From an optimization exercise on the open Yosys and OpenROAD flow, aimed at small area, a short achievable clock period and few clock cycles per item; shortcuts taken in it are not production practice.
RTL that was checked went through simulation tests only; none was proved equivalent to the original.
Power is estimated from default activity; no workload was simulated.

== juniper ==
Design sigmoid_pipe, start of the top module:
module sigmoid_pipe #(
  parameter int W     = 16,
  parameter int F     = W / 2,
  parameter int LANES = 4
) (
  input  logic               clk,
  input  logic               rst,
  input  logic               in_valid,
  output logic               in_ready,
  input  logic [LANES*W-1:0] in_data,
  input  logic               in_mode,
  output logic               out_valid,
  input  logic               out_ready,
  output logic [LANES*W-1:0] out_data,
  output logic [LANES-1:0]   out_sat
);
Settings: LEC_CHECK=0, ABC_AREA=1, CAP_MARGIN=20, CORE_MARGIN=2, CORE_UTILIZATION=40, SETUP_SLACK_MARGIN=3.6, SLEW_MARGIN=20; clock period 7.0 ns.
standard.sh (not shown) runs the stock make flow with config.mk's settings and CLKGATE_MAP_FILE= SYNTH_SCRIPT=/design/flow/synth_recipe.tcl, a recipe that flattens the netlist after the stock synthesis.
==> flow/flow/run.sh <==
#!/bin/bash
# Layout flow: the standard ORFS flow with two changes:
#  - port buffers use the platform's plain buf_1 cell instead of the one buffer_ports picks;
#  - clock tree: small clock buffers and no dummy loads.
set -euo pipefail
export BUFFER_PORTS_ARGS="-buffer_cell sky130_fd_sc_hd__buf_1"
export CTS_ARGS="-sink_clustering_enable -repair_clock_nets -dont_use_dummy_load -buf_list {sky130_fd_sc_hd__clkbuf_4 sky130_fd_sc_hd__clkbuf_8} -root_buf sky130_fd_sc_hd__clkbuf_8"
bash standard.sh synth > synth.log 2>&1
bash standard.sh > layout.log 2>&1
Modified inputs, tundra compared to juniper
-- flow/config.mk --
<<< juniper, line 12
export SETUP_SLACK_MARGIN = 3.6
>>> tundra, line 12
export SETUP_SLACK_MARGIN = 3.2
--- outcome ---
In the metrics for juniper and tundra, the one carrying the lower logic gate share of total power is tundra.
Reported for juniper and tundra, fraction of the mapped netlist area in compound gates turned out identical to the last digit.
Power: tundra draws less than juniper
Compared with juniper, tundra instantiates a smaller number of standard cells.
Changes observed in tundra relative to juniper: via count moved down; setup slack moved down; placed instance count level; cell area moved down.
Status: worst hold slack parity (juniper, tundra)
No run of this note included a check of the RTL's function; only the layout flow was run.

========
v43:
sigmoid_pipe, a different RTL version from the one above (not shown whole).
Size in the first run: about 88 flip-flops, roughly 140 I/O pins, ~7200 sq um of cells after synthesis.
Settings: LEC_CHECK=0, ABC_AREA=1, CAP_MARGIN=20, CORE_MARGIN=2, CORE_UTILIZATION=40, SETUP_SLACK_MARGIN=2.9, SLEW_MARGIN=20; clock period 7.0 ns.
==> flow/flow/run.sh <==
#!/bin/bash
# Layout flow: the standard ORFS flow (standard.sh) with three changes:
#  - synthesis leaves the adders to ABC (no ADDER_MAP_FILE, so no fa/ha cells) and maps the
#    logic with flow/abc_map.script (a 60 s &deepsyn restructuring, then ABC's area mapper)
#    in place of ORFS's ABC script;
#    everything else in the synthesis, registers included, is the standard flow's own synth_recipe.tcl;
#  - port buffers use the platform's plain buf_1 cell instead of the one buffer_ports picks;
#  - clock tree: small clock buffers and no dummy loads.
# Each step's full output goes to a log file of its own here; ORFS keeps its per-step logs
# under orfs/logs/.
set -euo pipefail
W=$PWD
export BUFFER_PORTS_ARGS="-buffer_cell sky130_fd_sc_hd__buf_1"
export CTS_ARGS="-sink_clustering_enable -repair_clock_nets -dont_use_dummy_load -buf_list {sky130_fd_sc_hd__clkbuf_4 sky130_fd_sc_hd__clkbuf_8} -root_buf sky130_fd_sc_hd__clkbuf_8"

# synth_recipe.tcl with every "abc -script X ..." call given flow/abc_map.script as X
cat > "$W/synth_abc.tcl" <<TCL
proc abc {args} {
  set i [lsearch -exact \$args -script]
  if {\$i >= 0} { set args [lreplace \$args [expr {\$i + 1}] [expr {\$i + 1}] {$W/flow/abc_map.script}] }
  yosys abc {*}\$args
}
source {$W/synth_recipe.tcl}
TCL
sed "s#SYNTH_SCRIPT=[^ ]*#SYNTH_SCRIPT=$W/synth_abc.tcl ADDER_MAP_FILE=#" standard.sh > my_standard.sh
grep -q "SYNTH_SCRIPT=$W/synth_abc.tcl ADDER_MAP_FILE=" my_standard.sh

bash my_standard.sh synth > synth.log 2>&1
bash my_standard.sh > layout.log 2>&1
==> flow/flow/abc_map.script <==
strash
&get -n
&deepsyn -T 60
&put
dch -f
amap
topo
stime -c
buffer -c
upsize -c
dnsize -c
Testbench counts of v43, summed over its fixed seeds: cycles 8,016, items 8,000.
--- input diff v43..v8 ---
# v43
export LEC_CHECK = 0
export ABC_AREA = 1
export CAP_MARGIN = 20
export CORE_MARGIN = 2
export CORE_UTILIZATION = 40
export SETUP_SLACK_MARGIN = 2.9
export SLEW_MARGIN = 20
create_clock -name core_clock -period 7.0 [get_ports {clk}]
# v8
export LEC_CHECK = 0
export ABC_AREA = 1
export CAP_MARGIN = 20
export CORE_MARGIN = 2
export CORE_UTILIZATION = 40
export SETUP_SLACK_MARGIN = 3.45
export SLEW_MARGIN = 20
create_clock -name core_clock -period 7.0 [get_ports {clk}]
Notes after the runs:
Taking v8 over v43, the wire length ratio works out to 1.10.
Proportion of total power due to net switching in v8 is 0.59 points above v43.
Reported for v8 and v43, die extent in y turned out identical to the last digit.
Inputs modified between v8 and v34:
# v8
export LEC_CHECK = 0
export ABC_AREA = 1
export CAP_MARGIN = 20
export CORE_MARGIN = 2
export CORE_UTILIZATION = 40
export SETUP_SLACK_MARGIN = 3.45
export SLEW_MARGIN = 20
create_clock -name core_clock -period 7.0 [get_ports {clk}]
# v34
export LEC_CHECK = 0
export ABC_AREA = 1
export CAP_MARGIN = 20
export CORE_MARGIN = 2
export CORE_UTILIZATION = 40
export SETUP_SLACK_MARGIN = 3.2
export SLEW_MARGIN = 20
create_clock -name core_clock -period 7.0 [get_ports {clk}]
## What came out
v34 completed every stage of the flow, and the final layout passed the timing, design-rule and antenna checks. Compared with v8, in v34 final setup skew shows no meaningful change, routed wire length shows a reduction of about 6%. Compared with v8, v34 has less setup slack. In v34 the post-detailed-route wirelength per cell turned out 3.5% lower than in v8. Between v34 and v8, the total global routing track utilization figures differ only marginally. The synthesis-to-layout area growth number comes out higher for v8 vs v34. Against v8, design area in v34 came out better. On v34: proportion of cell area occupied by registers is 2.3 points higher than what v8 gave. The end of the critical path comes out out_data[39] in one run and out_data[7] in the other, namely in v34 and v8 respectively.

re-timing with driven ports:
In the flow no input, the clock included, has a driving cell. The finished layouts below were timed again as built, in two steps. Step 1 (the two cells are an assumption about what drives the block):
set clk [get_ports {clk}]
set_driving_cell -lib_cell sky130_fd_sc_hd__clkbuf_16 $clk
set_driving_cell -lib_cell sky130_fd_sc_hd__buf_2 [delete_from_list [all_inputs] $clk]
Step 2 moves the port delays by t, midway between the first and last clock arrival at a register: inputs arrive t later, outputs are due t later. That takes back most of the time a late clock gives input paths. Slacks: no drivers / after step 1 / after step 2; pairs: no drivers / after step 1.
run	t, ns	setup slack, ns	hold slack, ns	worst setup path at the end	clock arrival spread, ns
juniper	0.374	3.610 / 3.573 / 3.648	0.427 / 0.427 / 0.427	input to register	0.021 / 0.021
tundra	0.375	3.291 / 3.266 / 3.266	0.427 / 0.427 / 0.427	input to output	0.020 / 0.020
v43	0.370	3.285 / 3.262 / 2.998	0.421 / 0.421 / 0.421	input to register	0.020 / 0.021
v8	0.384	3.573 / 3.538 / 3.234	0.423 / 0.423 / 0.423	input to register	0.016 / 0.016
v34	0.383	3.445 / 3.410 / 3.129	0.423 / 0.423 / 0.423	input to register	0.016 / 0.016
After both steps setup and hold are still met in every run listed. For v8, which loses most, drivers alone change the setup slack by -0.035 ns; drivers and shift together by -0.339 ns.
